This is an optimization exercise on Yosys and OpenROAD, whose aim is small area, a short achievable clock period and few clock cycles per item, not a production implementation. RTL that was checked went through simulation tests only; none was proved equivalent to the original. Power figures rest on the tool's default switching activity, not on a simulated workload.

==> run R: inputs <==
Design fp_mult_stream, start of the top module:
module fp_mult_stream #(
    parameter int WIDTH      = 32,
    parameter int INT_WIDTH  = 16,
    parameter int FRAC_WIDTH = 16,
    parameter int SIGNED     = 1,
    parameter int STAGES     = 3,
    parameter int ROUND      = 1
) (
    input  logic              clk,
    input  logic              reset,
    input  logic              in_valid,
    output logic              in_ready,
    input  logic [WIDTH-1:0]  left,
    input  logic [WIDTH-1:0]  right,
    output logic              out_valid,
    input  logic              out_ready,
    output logic [WIDTH-1:0]  out,
    output logic              ovf
);
    logic              en;
    logic [2:1]        valid_q;
    logic              res0_v_q, res1_v_q, rdy_q;
    logic              res1_v_d;
    logic [33:0]       res0_q, res1_q;      
    logic [33:0]       res_c;
    logic              push;
    logic [31:0]       a_q;
    logic [15:0]       one_q, two_q, neg_q;
    logic [15:0]       one_d, two_d, neg_d;
    logic [118:0]      cs_q;
    logic              sgn_q;
    assign en        = ~res1_v_q;
    assign in_ready  = rdy_q;               
    assign push      = en & valid_q[2];
    assign out_valid = res0_v_q;
    assign out       = res0_q[32] ? {res0_q[33], {31{~res0_q[33]}}} : res0_q[31:0];
    assign ovf       = res0_q[32];
    assign res1_v_d = res1_v_q ? ~out_ready : (push & res0_v_q & ~out_ready);
    always_ff @(posedge clk) begin
        if (reset) begin
            valid_q  <= '0;
            res0_v_q <= 1'b0;
            res1_v_q <= 1'b0;
            rdy_q    <= 1'b1;
        end else begin
            if (en) begin
                valid_q <= {valid_q[1], in_valid};
            end
            res0_v_q <= push | res1_v_q | (res0_v_q & ~out_ready);
            res1_v_q <= res1_v_d;
            rdy_q    <= ~res1_v_d;
        end
    end
    always_ff @(posedge clk) begin
        if (res1_v_q) begin
            if (out_ready) begin
                res0_q <= res1_q;
            end
        end else if (push & (~res0_v_q | out_ready)) begin
            res0_q <= res_c;
        end
        if (~res1_v_q) begin
            res1_q <= res_c;
        end
    end
    always_comb begin
        for (int j = 0; j < 16; j++) begin
            logic b2, b1, b0;
  ...
export LEC_CHECK = 0
export ABC_AREA = 1
export CAP_MARGIN = 20
export CORE_MARGIN = 2
export CORE_UTILIZATION = 40
export SLEW_MARGIN = 20
export SYNTH_HIERARCHICAL = 1
export TNS_END_PERCENT = 10
create_clock -name core_clock -period 10.0 [get_ports {clk}]
standard.sh (not shown) runs the stock make flow with config.mk's settings and CLKGATE_MAP_FILE= SYNTH_SCRIPT=/design/flow/synth_recipe.tcl, a recipe that flattens the netlist after the stock synthesis.
==> flow/flow/run.sh <==
#!/bin/bash
set -euo pipefail
bash standard.sh SETUP_SLACK_MARGIN=6.0 "BUFFER_PORTS_ARGS=-buffer_cell sky130_fd_sc_hd__buf_2" finish > standard_flow.log 2>&1
==> run K: changes against run R <==
--- a/flow/design.v
+++ b/flow/design.v
@@ -18,25 +18,25 @@
     output logic              ovf
 );
     logic              en;
     logic [2:1]        valid_q;
     logic              res0_v_q, res1_v_q, rdy_q;
     logic              res1_v_d;
-    logic [33:0]       res0_q, res1_q;      
-    logic [33:0]       res_c;
+    logic [32:0]       res0_q, res1_q;      
+    logic [32:0]       res_c;
     logic              push;
     logic [31:0]       a_q;
     logic [15:0]       one_q, two_q, neg_q;
     logic [15:0]       one_d, two_d, neg_d;
     logic [118:0]      cs_q;
     logic              sgn_q;
     assign en        = ~res1_v_q;
     assign in_ready  = rdy_q;               
     assign push      = en & valid_q[2];
     assign out_valid = res0_v_q;
-    assign out       = res0_q[32] ? {res0_q[33], {31{~res0_q[33]}}} : res0_q[31:0];
+    assign out       = res0_q[31:0];
     assign ovf       = res0_q[32];
     assign res1_v_d = res1_v_q ? ~out_ready : (push & res0_v_q & ~out_ready);
     always_ff @(posedge clk) begin
         if (reset) begin
             valid_q  <= '0;
             res0_v_q <= 1'b0;
@@ -1703,13 +1703,13 @@
         end
         z_hi   = &z_ok;
         o_hi   = &o_ok;
         all_eq = c47 ? ((z_hi & hp[0]) | (o_hi & ~hp[0]))
                      : ((z_hi & ~hp[0]) | (o_hi & hp[0]));
         ovf_c  = ~all_eq;
-        res_c  = {sgn_q, ovf_c, sum[31:0]};
+        res_c  = {ovf_c, ovf_c ? {sgn_q, {31{~sgn_q}}} : sum[31:0]};
     end
 endmodule
 module fp_mult_stream_fa (
     input  logic a,
     input  logic b,
     input  logic c,
--- a/flow/config.mk
+++ b/flow/config.mk
@@ -8,7 +8,6 @@
 export ABC_AREA = 1
 export CAP_MARGIN = 20
 export CORE_MARGIN = 2
 export CORE_UTILIZATION = 40
 export SLEW_MARGIN = 20
 export SYNTH_HIERARCHICAL = 1
-export TNS_END_PERCENT = 10
==> notes <==
- Run K finished clean. Run R completed with no timing, DRC or antenna violations.
- Of run K and run R, run R has the higher sequential share of layout area (gap 0.97 points).
- Of run R and run K, run K has the higher non-clock buffer count (gap 42).
- Of run K and run R, run K has the higher cell count (gap 1.8%, measured against run R).
- Against run R, the design area of run K is higher by 3.5%.
- Of run K and run R, run R has the higher power (gap 2.1%, measured against run R).
==> figures <==
quantity                                                                run K       run R
Status                                       no timing/DRC/antenna violations  no timing/DRC/antenna violations
Total net switching power                                             5.82 mW     5.74 mW
Number of antenna violations at the first check in global routing           0           2
Post-CTS setup buffer count                                                37          10
Share of the clock period used by the worst path after layout           39.8%       40.8%
Logic inverters                                                           270         260
Global-route wire length before repair                             154,000 um  155,000 um
Share of post-route cells with drive strength above 1                   16.2%       11.1%
Maximum net fanout on the critical path                                    12          34
Gp weighted congestion                                                  0.879       0.872
Fmax                                                                  251 MHz     245 MHz
Clock Sinks                                                               271         273
Testbench counts of run R, summed over its fixed seeds: cycles 16,024, items 16,000.
For run K, only the layout was checked, not whether the RTL still works.

---

==> run a: inputs <==
fp_mult_stream, a different RTL version from the one above (not shown whole).
==> flow/config.mk <==
export PLATFORM = sky130hd
export DESIGN_NAME = fp_mult_stream
export DESIGN_NICKNAME = fp_mult_stream
export VERILOG_FILES = /design/flow/design.v
export SDC_FILE = /design/flow/constraint.sdc
export NUM_CORES = 4
export LEC_CHECK = 0
export ABC_AREA = 1
export CAP_MARGIN = 0
export CORE_MARGIN = 2
export CORE_UTILIZATION = 40
export CTS_BUF_LIST = sky130_fd_sc_hd__clkbuf_8
export SLEW_MARGIN = 0
export SYNTH_HIERARCHICAL = 1
==> flow/constraint.sdc <==
create_clock -name core_clock -period 10.0 [get_ports {clk}]
set_input_delay 2.0000 -clock core_clock [delete_from_list [all_inputs] [get_ports {clk}]]
set_output_delay 2.0000 -clock core_clock [all_outputs]
set_load 0.01 [all_outputs]
==> flow/flow/run.sh <==
#!/bin/bash
set -euo pipefail
bash standard.sh SETUP_SLACK_MARGIN=6.1 "BUFFER_PORTS_ARGS=-buffer_cell sky130_fd_sc_hd__buf_2" finish > standard_flow.log 2>&1
==> inputs of run b, as changes to run a <==
--- a/flow/design.v
+++ b/flow/design.v
@@ -25,19 +25,22 @@
     logic [33:0]       res_c;
     logic              push;
     logic [31:0]       a_q;
     logic [15:0]       one_q, two_q, neg_q;
     logic [15:0]       one_d, two_d, neg_d;
     logic [137:0]      cs_q;
     logic              sgn_q;
+    logic              res0_nov_q, res0_nsg_q;
     assign en        = ~res1_v_q;
     assign in_ready  = rdy_q;               
     assign push      = en & valid_q[2];
     assign out_valid = res0_v_q;
-    assign out       = res0_q[32] ? {res0_q[33], {31{~res0_q[33]}}} : res0_q[31:0];
+    assign out[15:0]  = res0_q[32] ? {16{~res0_q[33]}} : res0_q[15:0];
+    assign out[30:16] = res0_nov_q ? res0_q[30:16] : {15{res0_nsg_q}};
+    assign out[31]    = res0_nov_q ? res0_q[31] : ~res0_nsg_q;
     assign ovf       = res0_q[32];
     assign res1_v_d = res1_v_q ? ~out_ready : (push & res0_v_q & ~out_ready);
     always_ff @(posedge clk) begin
         if (reset) begin
             valid_q  <= '0;
             res0_v_q <= 1'b0;
             res1_v_q <= 1'b0;
@@ -59,14 +62,25 @@
         end else if (push & (~res0_v_q | out_ready)) begin
             res0_q <= res_c;
         end
         if (~res1_v_q) begin
             res1_q <= res_c;
         end
     end
+    always_ff @(posedge clk) begin
+        if (res1_v_q) begin
+            if (out_ready) begin
+                res0_nov_q <= ~res1_q[32];
+                res0_nsg_q <= ~res1_q[33];
+            end
+        end else if (push & (~res0_v_q | out_ready)) begin
+            res0_nov_q <= ~res_c[32];
+            res0_nsg_q <= ~res_c[33];
+        end
+    end
     always_comb begin
         for (int j = 0; j < 16; j++) begin
             logic b2, b1, b0;
             b2 = right[2*j+1];
             b1 = right[2*j];
             b0 = (j > 0) ? right[2*j-1] : 1'b0;
             one_d[j] = b1 ^ b0;
@@ -1717,14 +1731,33 @@
     input  logic c,
     output logic s,
     output logic co
 );
     assign s  = a ^ b ^ c;
     assign co = (a & b) | (a & c) | (b & c);
 endmodule
+module fp_mult_stream_fx (
+    input  logic a,
+    input  logic b,
+    input  logic c,
+    output logic s,
+    output logic co
+);
+    logic t;
+    fp_mult_stream_x2 u_x (.a(a), .b(b), .y(t));
+    assign s  = t ^ c;
+    assign co = (a & b) | (a & c) | (b & c);
+endmodule
+module fp_mult_stream_x2 (
+    input  logic a,
+    input  logic b,
+    output logic y
+);
+    assign y = a ^ b;
+endmodule
 module fp_mult_stream_ha (
     input  logic a,
     input  logic b,
     output logic s,
     output logic co
 );
     assign s  = a ^ b;
==> flow/flow/run.sh (replaced) <==
#!/bin/bash
set -euo pipefail
bash standard.sh SETUP_SLACK_MARGIN=6.2 "BUFFER_PORTS_ARGS=-buffer_cell sky130_fd_sc_hd__buf_2" finish > standard_flow.log 2>&1
- CAP_MARGIN: 0 -> 20
- SLEW_MARGIN: 0 -> 20
==> inputs of run c, as changes to run a <==
--- a/flow/design.v
+++ b/flow/design.v
@@ -25,19 +25,22 @@
     logic [33:0]       res_c;
     logic              push;
     logic [31:0]       a_q;
     logic [15:0]       one_q, two_q, neg_q;
     logic [15:0]       one_d, two_d, neg_d;
     logic [137:0]      cs_q;
     logic              sgn_q;
+    logic              res0_nov_q, res0_nsg_q;
     assign en        = ~res1_v_q;
     assign in_ready  = rdy_q;               
     assign push      = en & valid_q[2];
     assign out_valid = res0_v_q;
-    assign out       = res0_q[32] ? {res0_q[33], {31{~res0_q[33]}}} : res0_q[31:0];
+    assign out[15:0]  = res0_q[32] ? {16{~res0_q[33]}} : res0_q[15:0];
+    assign out[30:16] = res0_nov_q ? res0_q[30:16] : {15{res0_nsg_q}};
+    assign out[31]    = res0_nov_q ? res0_q[31] : ~res0_nsg_q;
     assign ovf       = res0_q[32];
     assign res1_v_d = res1_v_q ? ~out_ready : (push & res0_v_q & ~out_ready);
     always_ff @(posedge clk) begin
         if (reset) begin
             valid_q  <= '0;
             res0_v_q <= 1'b0;
             res1_v_q <= 1'b0;
@@ -59,14 +62,25 @@
         end else if (push & (~res0_v_q | out_ready)) begin
             res0_q <= res_c;
         end
         if (~res1_v_q) begin
             res1_q <= res_c;
         end
     end
+    always_ff @(posedge clk) begin
+        if (res1_v_q) begin
+            if (out_ready) begin
+                res0_nov_q <= ~res1_q[32];
+                res0_nsg_q <= ~res1_q[33];
+            end
+        end else if (push & (~res0_v_q | out_ready)) begin
+            res0_nov_q <= ~res_c[32];
+            res0_nsg_q <= ~res_c[33];
+        end
+    end
     always_comb begin
         for (int j = 0; j < 16; j++) begin
             logic b2, b1, b0;
             b2 = right[2*j+1];
             b1 = right[2*j];
             b0 = (j > 0) ? right[2*j-1] : 1'b0;
             one_d[j] = b1 ^ b0;
@@ -1717,14 +1731,33 @@
     input  logic c,
     output logic s,
     output logic co
 );
     assign s  = a ^ b ^ c;
     assign co = (a & b) | (a & c) | (b & c);
 endmodule
+module fp_mult_stream_fx (
+    input  logic a,
+    input  logic b,
+    input  logic c,
+    output logic s,
+    output logic co
+);
+    logic t;
+    fp_mult_stream_x2 u_x (.a(a), .b(b), .y(t));
+    assign s  = t ^ c;
+    assign co = (a & b) | (a & c) | (b & c);
+endmodule
+module fp_mult_stream_x2 (
+    input  logic a,
+    input  logic b,
+    output logic y
+);
+    assign y = a ^ b;
+endmodule
 module fp_mult_stream_ha (
     input  logic a,
     input  logic b,
     output logic s,
     output logic co
 );
     assign s  = a ^ b;
==> flow/flow/run.sh (replaced) <==
#!/bin/bash
set -euo pipefail
bash standard.sh SETUP_SLACK_MARGIN=6.25 "BUFFER_PORTS_ARGS=-buffer_cell sky130_fd_sc_hd__buf_2" finish > standard_flow.log 2>&1
- CAP_MARGIN: 0 -> 20
- CTS_BUF_LIST: sky130_fd_sc_hd__clkbuf_8 -> sky130_fd_sc_hd__clkbuf_16
- CTS_CLUSTER_DIAMETER: unset -> 120
- CTS_CLUSTER_SIZE: unset -> 30
- SLEW_MARGIN: 0 -> 20
==> results.sh <==
export IMPL_switching_share_pct=47.1
export IMPL_gp_congestion=0.917
export IMPL_synthCells=3049
export IMPL_grt_pass1_wl_um=149000
export IMPL_outcome="finished clean"
export IMPL_p_per_area_mw_per_mm2=360
export IMPL_final_cell_mix="xor2_1 (559), o22ai_1 (478), fa_1 (404)"
export IMPL_antenna_found_initial=5
The numbers above come from run c.

==> results.sh <==
export IMPL_final_cell_mix="xor2_1 (564), o22ai_1 (485), fa_1 (431)"
export IMPL_antenna_found_initial=4
export IMPL_finalCritPeriodShare_pct=37.9
export IMPL_fin_nets=3707
export IMPL_start_kind="register"
export IMPL_grt_pass1_wl_um=150000
export IMPL_power_total_mw=13.2
export IMPL_gp_congestion=0.917
export IMPL_p_per_area_mw_per_mm2=369
export IMPL_outcome="finished clean"
export IMPL_combPwrFrac_pct=69.0
The numbers above come from run b.

==> results.sh <==
export IMPL_outcome="finished clean"
export IMPL_use_met3_pct=8.32
export IMPL_gp_congestion=0.885
export IMPL_final_cell_mix="xor2_1 (566), o22ai_1 (483), fa_1 (427)"
export IMPL_grt_pass1_wl_um=153000
export IMPL_combPwrFrac_pct=68.7
export IMPL_cp_cell_sequence="clkinvlp_4, nor2_4, clkinvlp_4, buf_16, nand2_4, buf_6"
export IMPL_antenna_found_initial=3
export IMPL_synthCells=3046
export IMPL_post_place_ws_ns=5.46
The numbers above come from run a.

Testbench counts of run b, summed over its fixed seeds: cycles 16,024, items 16,000.
Testbench counts of run c, summed over its fixed seeds: cycles 16,024, items 16,000.
No functional check of the RTL was part of run a.

---

==> try-pepper <==
fp_mult_stream with an RTL version that a note above also has.
Design fp_mult_stream, start of the top module:
module fp_mult_stream #(
    parameter int WIDTH      = 32,
    parameter int INT_WIDTH  = 16,
    parameter int FRAC_WIDTH = 16,
    parameter int SIGNED     = 1,
    parameter int STAGES     = 3,
    parameter int ROUND      = 1
) (
    input  logic              clk,
    input  logic              reset,
    input  logic              in_valid,
    output logic              in_ready,
    input  logic [WIDTH-1:0]  left,
    input  logic [WIDTH-1:0]  right,
    output logic              out_valid,
    input  logic              out_ready,
    output logic [WIDTH-1:0]  out,
    output logic              ovf
);
Settings: LEC_CHECK=0, ABC_AREA=1, CAP_MARGIN=20, CORE_MARGIN=2, CORE_UTILIZATION=40, SLEW_MARGIN=20, SYNTH_HIERARCHICAL=1; clock period 10.0 ns.
==> flow/flow/run.sh <==
#!/bin/bash
set -euo pipefail
bash standard.sh SETUP_SLACK_MARGIN=5.8 "BUFFER_PORTS_ARGS=-buffer_cell sky130_fd_sc_hd__buf_2" finish > standard_flow.log 2>&1
==> inputs of try-violet, as changes to try-pepper <==
--- a/flow/design.v
+++ b/flow/design.v
@@ -16,29 +16,29 @@
     input  logic              out_ready,
     output logic [WIDTH-1:0]  out,
     output logic              ovf
 );
     logic              en;
     logic [2:1]        valid_q;
     logic              res0_v_q, res1_v_q, rdy_q;
     logic              res1_v_d;
-    logic [32:0]       res0_q, res1_q;      
-    logic [32:0]       res_c;
+    logic [33:0]       res0_q, res1_q;      
+    logic [33:0]       res_c;
     logic              push;
     logic [31:0]       a_q;
     logic [15:0]       one_q, two_q, neg_q;
     logic [15:0]       one_d, two_d, neg_d;
     logic [118:0]      cs_q;
     logic              sgn_q;
     assign en        = ~res1_v_q;
     assign in_ready  = rdy_q;               
     assign push      = en & valid_q[2];
     assign out_valid = res0_v_q;
-    assign out       = res0_q[31:0];
+    assign out       = res0_q[32] ? {res0_q[33], {31{~res0_q[33]}}} : res0_q[31:0];
     assign ovf       = res0_q[32];
     assign res1_v_d = res1_v_q ? ~out_ready : (push & res0_v_q & ~out_ready);
     always_ff @(posedge clk) begin
         if (reset) begin
             valid_q  <= '0;
             res0_v_q <= 1'b0;
             res1_v_q <= 1'b0;
             rdy_q    <= 1'b1;
@@ -1701,17 +1701,17 @@
             z_ok[i] = hp[i] == (hx[i-1] | hy[i-1]);
             o_ok[i] = hp[i] != (hx[i-1] & hy[i-1]);
         end
         z_hi   = &z_ok;
         o_hi   = &o_ok;
         all_eq = c47 ? ((z_hi & hp[0]) | (o_hi & ~hp[0]))
                      : ((z_hi & ~hp[0]) | (o_hi & hp[0]));
         ovf_c  = ~all_eq;
-        res_c  = {ovf_c, ovf_c ? {sgn_q, {31{~sgn_q}}} : sum[31:0]};
+        res_c  = {sgn_q, ovf_c, sum[31:0]};
     end
 endmodule
 module fp_mult_stream_fa (
     input  logic a,
     input  logic b,
     input  logic c,
     output logic s,
     output logic co
==> flow/flow/run.sh (replaced) <==
#!/bin/bash
set -euo pipefail
bash standard.sh SETUP_SLACK_MARGIN=6.0 "BUFFER_PORTS_ARGS=-buffer_cell sky130_fd_sc_hd__buf_2" finish > standard_flow.log 2>&1
==> inputs of try-yarrow, as changes to try-pepper <==
--- a/flow/design.v
+++ b/flow/design.v
@@ -16,29 +16,29 @@
     input  logic              out_ready,
     output logic [WIDTH-1:0]  out,
     output logic              ovf
 );
     logic              en;
     logic [2:1]        valid_q;
     logic              res0_v_q, res1_v_q, rdy_q;
     logic              res1_v_d;
-    logic [32:0]       res0_q, res1_q;      
-    logic [32:0]       res_c;
+    logic [33:0]       res0_q, res1_q;      
+    logic [33:0]       res_c;
     logic              push;
     logic [31:0]       a_q;
     logic [15:0]       one_q, two_q, neg_q;
     logic [15:0]       one_d, two_d, neg_d;
     logic [118:0]      cs_q;
     logic              sgn_q;
     assign en        = ~res1_v_q;
     assign in_ready  = rdy_q;               
     assign push      = en & valid_q[2];
     assign out_valid = res0_v_q;
-    assign out       = res0_q[31:0];
+    assign out       = res0_q[32] ? {res0_q[33], {31{~res0_q[33]}}} : res0_q[31:0];
     assign ovf       = res0_q[32];
     assign res1_v_d = res1_v_q ? ~out_ready : (push & res0_v_q & ~out_ready);
     always_ff @(posedge clk) begin
         if (reset) begin
             valid_q  <= '0;
             res0_v_q <= 1'b0;
             res1_v_q <= 1'b0;
             rdy_q    <= 1'b1;
@@ -1701,17 +1701,17 @@
             z_ok[i] = hp[i] == (hx[i-1] | hy[i-1]);
             o_ok[i] = hp[i] != (hx[i-1] & hy[i-1]);
         end
         z_hi   = &z_ok;
         o_hi   = &o_ok;
         all_eq = c47 ? ((z_hi & hp[0]) | (o_hi & ~hp[0]))
                      : ((z_hi & ~hp[0]) | (o_hi & hp[0]));
         ovf_c  = ~all_eq;
-        res_c  = {ovf_c, ovf_c ? {sgn_q, {31{~sgn_q}}} : sum[31:0]};
+        res_c  = {sgn_q, ovf_c, sum[31:0]};
     end
 endmodule
 module fp_mult_stream_fa (
     input  logic a,
     input  logic b,
     input  logic c,
     output logic s,
     output logic co
==> flow/flow/run.sh (replaced) <==
#!/bin/bash
set -euo pipefail
bash standard.sh SETUP_SLACK_MARGIN=6.25 "BUFFER_PORTS_ARGS=-buffer_cell sky130_fd_sc_hd__buf_2" finish > standard_flow.log 2>&1
TNS_END_PERCENT = 10   (was unset)
==> inputs of try-xenon, as changes to try-pepper <==
--- a/flow/design.v
+++ b/flow/design.v
@@ -16,29 +16,29 @@
     input  logic              out_ready,
     output logic [WIDTH-1:0]  out,
     output logic              ovf
 );
     logic              en;
     logic [2:1]        valid_q;
     logic              res0_v_q, res1_v_q, rdy_q;
     logic              res1_v_d;
-    logic [32:0]       res0_q, res1_q;      
-    logic [32:0]       res_c;
+    logic [33:0]       res0_q, res1_q;      
+    logic [33:0]       res_c;
     logic              push;
     logic [31:0]       a_q;
     logic [15:0]       one_q, two_q, neg_q;
     logic [15:0]       one_d, two_d, neg_d;
     logic [118:0]      cs_q;
     logic              sgn_q;
     assign en        = ~res1_v_q;
     assign in_ready  = rdy_q;               
     assign push      = en & valid_q[2];
     assign out_valid = res0_v_q;
-    assign out       = res0_q[31:0];
+    assign out       = res0_q[32] ? {res0_q[33], {31{~res0_q[33]}}} : res0_q[31:0];
     assign ovf       = res0_q[32];
     assign res1_v_d = res1_v_q ? ~out_ready : (push & res0_v_q & ~out_ready);
     always_ff @(posedge clk) begin
         if (reset) begin
             valid_q  <= '0;
             res0_v_q <= 1'b0;
             res1_v_q <= 1'b0;
             rdy_q    <= 1'b1;
@@ -1701,17 +1701,17 @@
             z_ok[i] = hp[i] == (hx[i-1] | hy[i-1]);
             o_ok[i] = hp[i] != (hx[i-1] & hy[i-1]);
         end
         z_hi   = &z_ok;
         o_hi   = &o_ok;
         all_eq = c47 ? ((z_hi & hp[0]) | (o_hi & ~hp[0]))
                      : ((z_hi & ~hp[0]) | (o_hi & hp[0]));
         ovf_c  = ~all_eq;
-        res_c  = {ovf_c, ovf_c ? {sgn_q, {31{~sgn_q}}} : sum[31:0]};
+        res_c  = {sgn_q, ovf_c, sum[31:0]};
     end
 endmodule
 module fp_mult_stream_fa (
     input  logic a,
     input  logic b,
     input  logic c,
     output logic s,
     output logic co
==> flow/flow/run.sh (replaced) <==
#!/bin/bash
set -euo pipefail
bash standard.sh SETUP_SLACK_MARGIN=6.0 "BUFFER_PORTS_ARGS=-buffer_cell sky130_fd_sc_hd__buf_2" finish > standard_flow.log 2>&1
==> run notes <==
item	try-pepper	try-yarrow	try-violet	try-xenon
Worst path max stage delay	0.56 ns	0.63 ns	0.63 ns	0.63 ns
Setup Fix Bufs, Post-CTS	12	35	20	20
Detailed Place HPWL	64600 um	63600 um	63700 um	63700 um
Data arrival, critical path	4.50 ns	4.28 ns	4.28 ns	4.28 ns
Wire length of the first global-routing pass	152000 um	156000 um	156000 um	156000 um
Leakage power of the design	14.9 nW	15.2 nW	14.9 nW	14.9 nW
Routability congestion estimate from global placement	0.879	0.885	0.888	0.888
Met3 Wirelength	13100 um	13900 um	13400 um	13400 um
Power Dens Cells	346 nW/um^2	363 nW/um^2	362 nW/um^2	362 nW/um^2
Fill cells	7489	7323	7416	7416
Result of the run	finished clean	finished clean	finished clean	finished clean
Netlist area before placement	32000 um^2	31900 um^2	31900 um^2	31900 um^2
Share of power burned in registers	18.1%	20.5%	21.0%	21.0%
Synthesized instance count	3070	3040	3040	3040
Reg-to-reg setup timing slack	5.78 ns	6.03 ns	6.00 ns	6.00 ns
Peak ir drop on the vdd network	0.175 mV	0.178 mV	0.170 mV	0.170 mV
Met2 WL	41500 um	45100 um	44000 um	44000 um
Testbench counts of try-violet, summed over its fixed seeds: cycles 16,024, items 16,000.
Testbench counts of try-yarrow, summed over its fixed seeds: cycles 16,024, items 16,000.
Testbench counts of try-xenon, summed over its fixed seeds: cycles 16,024, items 16,000.
Only the layout flow was run in try-pepper; the RTL was not checked for function there.

re-timing with driven ports:
How much do the figures lean on ideal ports? The routed layouts below were timed once more, with nothing changed but the port constraints. Step 1 (the two cells are an assumption about what drives the block):
set clk [get_ports {clk}]
set_driving_cell -lib_cell sky130_fd_sc_hd__clkbuf_16 $clk
set_driving_cell -lib_cell sky130_fd_sc_hd__buf_2 [delete_from_list [all_inputs] $clk]
Step 2 also shifts input and output timing later by t, the mid clock arrival at the registers, as if the neighbouring blocks saw the same clock. a / b / c = ideal ports / drivers / drivers and shift; a / b = the first two.
| run | t, ns | setup slack, ns | worst setup path after step 2 |
|---|---|---|---|
| run R | 0.633 | 5.921 / 5.921 / 5.921 | register to register |
| run K | 0.630 | 6.015 / 6.015 / 6.015 | register to register |
| run a | 0.728 | 6.053 / 5.989 / 6.140 | register to register |
| run b | 0.711 | 6.213 / 6.213 / 6.213 | register to register |
| run c | 0.608 | 6.243 / 6.243 / 6.243 | register to register |
| try-pepper | 0.627 | 5.778 / 5.778 / 5.778 | register to register |
| try-violet | 0.621 | 5.999 / 5.999 / 5.999 | register to register |
| try-yarrow | 0.629 | 6.031 / 6.031 / 6.031 | register to register |
| try-xenon | 0.621 | 5.999 / 5.999 / 5.999 | register to register |
After both steps every run listed still meets setup and hold.
